Context: an optimization exercise on an open-source flow, tuned for small area, a short achievable clock period and few clock cycles per item. The choices shown serve that exercise and are no tape-out recipe.
At most, simulation tests tie the RTL to the original design; equivalence was not proved.

==> job 7477 <==
Design integer_square_root_with_fraction, start of the top module:
module integer_square_root_with_fraction #(
  parameter int unsigned FRAC_DIGITS = 5
) (
  input  logic                              clk_i,
  input  logic                              rst_ni,
  input  logic                              in_valid_i,
  output logic                              in_ready_o,
  input  logic [isqf_pkg::RADICAND_W-1:0]   in_radicand_i,
  output logic                              out_valid_o,
  input  logic                              out_ready_i,
  output logic [isqf_pkg::INT_ROOT_W-1:0]   out_int_root_o,
  output logic [isqf_pkg::SCALED_W-1:0]     out_scaled_root_o
);
Settings: LEC_CHECK=0, ABC_AREA=1, CAP_MARGIN=20, CORE_MARGIN=2, CORE_UTILIZATION=55, PLACE_DENSITY=0.68, SETUP_SLACK_MARGIN=4.9, SLEW_MARGIN=20; clock period 8.0 ns.
run.sh (not shown) runs the stock make flow with config.mk's settings and CLKGATE_MAP_FILE= SYNTH_SCRIPT=/design/flow/synth_recipe.tcl, a recipe that flattens the netlist after the stock synthesis.
==> job 1549: changes against job 7477 <==
Settings changed: SETUP_SLACK_MARGIN 4.9 to 5.0.
==> results.txt <==
Max Fclk: job 1549 319 MHz; job 7477 318 MHz
Post-cts resize count: job 1549 720; job 7477 481
Portion of the clock cycle consumed by the worst path in the final layout: job 1549 39.1%; job 7477 39.3%
Via density per instance: job 1549 5.49; job 7477 5.45
Min cycle time layout: job 1549 3.13 ns; job 7477 3.15 ns
Routing usage on met3: job 1549 3.12%; job 7477 2.99%
Worst R2R Path Depth: job 1549 25; job 7477 23
Final std cells w/o fill: job 1549 14300; job 7477 14100
Post-route cell area: job 1549 130000 um^2; job 7477 127000 um^2
Fin Clk Skew: job 1549 0.0814 ns; job 7477 0.0796 ns
Routed vias: job 1549 78400; job 7477 76900
Utilization after layout: job 1549 66.8%; job 7477 65.2%
Post-CTS Setup Inserts: job 1549 319; job 7477 181
Via count of the first global-routing pass: job 1549 74700; job 7477 73200
Headroom to the max-slew limit: job 1549 27.6%; job 7477 23.6%
Pre-antenna DRT Iters: job 1549 6; job 7477 8
Number of antenna violations at the first check in global routing: job 1549 8; job 7477 5
Result of the run: job 1549 timing/DRC/antenna clean; job 7477 timing/DRC/antenna clean
Testbench counts of job 7477, summed over its fixed seeds: cycles 8,248, items 8,000.
Testbench counts of job 1549, summed over its fixed seeds: cycles 8,248, items 8,000.


==> v23 <==
Another version of the RTL of integer_square_root_with_fraction (not shown whole).
==> flow/config.mk <==
export PLATFORM = sky130hd
export DESIGN_NAME = integer_square_root_with_fraction
export DESIGN_NICKNAME = integer_square_root_with_fraction
export VERILOG_FILES = /design/flow/design.v
export SDC_FILE = /design/flow/constraint.sdc
export NUM_CORES = 4
export LEC_CHECK = 0
export ABC_AREA = 1
export CAP_MARGIN = 20
export CORE_MARGIN = 2
export CORE_UTILIZATION = 40
export SLEW_MARGIN = 20
==> flow/constraint.sdc <==
create_clock -name core_clock -period 8.0 [get_ports {clk_i}]
set_input_delay 1.6000 -clock core_clock [delete_from_list [all_inputs] [get_ports {clk_i}]]
set_output_delay 1.6000 -clock core_clock [all_outputs]
set_load 0.01 [all_outputs]
==> inputs of v17, as changes to v23 <==
--- a/flow/design.v
+++ b/flow/design.v
@@ -28,36 +28,43 @@
   output logic                              in_ready_o,
   input  logic [isqf_pkg::RADICAND_W-1:0]   in_radicand_i,
   output logic                              out_valid_o,
   input  logic                              out_ready_i,
   output logic [isqf_pkg::INT_ROOT_W-1:0]   out_int_root_o,
   output logic [isqf_pkg::SCALED_W-1:0]     out_scaled_root_o
 );
   logic sk_v, va, vm;
-  logic [30:0] vs;
+  logic rdy_q;   
+  logic [29:0] vs;
+  logic o_v, k_v, o_load, inc;
   logic adv;
   logic [30:0] sk_d, n_a, n_in;
   logic in_fire;
-  assign adv        = ~vs[30] | out_ready_i;
-  assign in_ready_o = ~sk_v;
+  assign adv        = ~k_v;
+  assign o_load     = ~o_v | out_ready_i;
+  assign inc        = ~k_v & vs[29];
+  assign in_ready_o = rdy_q;
   assign in_fire    = in_valid_i & ~sk_v;
   always_ff @(posedge clk_i or negedge rst_ni) begin
     if (!rst_ni) begin
       sk_v <= 1'b0;
+      rdy_q <= 1'b1;
       va   <= 1'b0;
       vm   <= 1'b0;
       vs   <= '0;
     end else if (adv) begin
       sk_v <= 1'b0;
+      rdy_q <= 1'b1;
       va   <= sk_v | in_fire;
       vm   <= va;
-      vs   <= {vs[29:0], vm};
+      vs   <= {vs[28:0], vm};
     end else begin
       sk_v <= sk_v | in_fire;
+      rdy_q <= ~(sk_v | in_fire);
     end
   end
   logic [55:0] m_t [8];
   logic [55:0] m_s [6];
   logic [55:0] m_c [6];
   logic [55:0] ms_q, mc_q, m_d;
   logic [54:0] m_q;
   assign m_t[0] = (56'(n_a) << 23) | 56'd264;
@@ -705,18 +712,34 @@
   assign s30_v27_q = {s29_dq, s30_v27_g};
   logic [12:0] s30_v28_x; logic s30_v28_g; logic [11:0] s30_v28_r; logic [15:0] s30_v28_q;
   assign s30_v28_x = {s30_v27_r, s29_q[4]};
   assign s30_v28_g = (s30_v28_x >= 13'd3125);
   assign s30_v28_r = 12'(s30_v28_g ? (s30_v28_x - 13'd3125) : s30_v28_x);
   assign s30_v28_q = {s30_v27_q, s30_v28_g};
   logic [32:0] s30_q;
   logic [11:0] s30_dr; logic [15:0] s30_dq;
+  logic [32:0] k_q; logic [15:0] k_dq;
+  always_ff @(posedge clk_i or negedge rst_ni) begin
+    if (!rst_ni) begin
+      o_v <= 1'b0;
+      k_v <= 1'b0;
+    end else if (o_load) begin
+      o_v <= k_v | inc;
+      k_v <= 1'b0;
+    end else if (inc) begin
+      k_v <= 1'b1;
+    end
+  end
   always_ff @(posedge clk_i) begin
-    if (adv) begin
-      s30_q <= s30_t0_q;
-      s30_dq <= s30_v28_q;
+    if (o_load) begin
+      s30_q  <= k_v ? k_q : s30_t0_q;
+      s30_dq <= k_v ? k_dq : s30_v28_q;
+    end
+    if (!k_v) begin
+      k_q  <= s30_t0_q;
+      k_dq <= s30_v28_q;
     end
   end
-  assign out_valid_o       = vs[30];
+  assign out_valid_o       = o_v;
   assign out_scaled_root_o = s30_q;
   assign out_int_root_o    = s30_dq;
 endmodule
==> flow/config.mk (replaced) <==
export PLATFORM = sky130hd
export DESIGN_NAME = integer_square_root_with_fraction
export DESIGN_NICKNAME = integer_square_root_with_fraction
export VERILOG_FILES = /design/flow/design.v
export SDC_FILE = /design/flow/constraint.sdc
export NUM_CORES = 4
export LEC_CHECK = 0
export ABC_AREA = 1
export CAP_MARGIN = 20
export CORE_MARGIN = 2
export CORE_UTILIZATION = 65
export PLACE_DENSITY = 0.76
export SETUP_SLACK_MARGIN = 4.9
export SLEW_MARGIN = 20
==> results.cfg <==
[finish]
clock_area_frac = 0.0624
nMultiInputCombCells = 7104

[route]
via_per_inst = 5.04

[status]
status = complete, no violations

[timing]
tightest_slew_ns = 1.04

[logic_synthesis]
async_reset_ff_frac = 0.0161
synth_top_cell_area_share = 0.551

[critical_path]
worstSetupStartpointType = input pin
rr_worst_depth = 8
The numbers above come from v23.

==> results.cfg <==
[critical_path]
rr_worst_depth = 12
worstSetupStartpointType = flip-flop

[finish]
nMultiInputCombCells = 7188
clock_area_frac = 0.0583

[logic_synthesis]
async_reset_ff_frac = 0.0166
synth_top_cell_area_share = 0.543

[timing]
tightest_slew_ns = 1.14

[status]
status = complete, no violations

[route]
via_per_inst = 5.75
The numbers above come from v17.

Testbench counts of v17, summed over its fixed seeds: cycles 8,264, items 8,000.
Function not checked in v23: the RTL went through the layout flow alone.

==> what the ideal ports hide <==
No port has a modelled driver above. Below, the same layouts with a new extraction and two added sets of constraints. Step 1 sets driving cells, clkbuf_16 on the clock port and buf_2 on the other inputs (assumed; they add their load-dependent delay and slew). Step 2 adds t to the input delays and takes it off the output delays; t is the mean of the earliest and latest rising clock arrival at the registers after step 1. Input paths then give back, and output paths get back, about the clock's delay inside the block. Three values: no drivers, after step 1, after step 2; two values: the first two.
run | t (ns) | setup slack, ns | worst setup path at the end
job 7477 | 0.943 | 4.854 / 4.846 / 4.841 | input to register
job 1549 | 0.946 | 4.870 / 4.844 / 4.834 | input to register
v23 | 0.977 | 4.118 / 4.107 / 3.204 | input to register
v17 | 0.951 | 4.907 / 4.817 / 4.790 | input to register
After both steps setup and hold are still met in every run listed. For v23, which loses most, drivers alone change the setup slack by -0.011 ns; drivers and shift together by -0.914 ns.
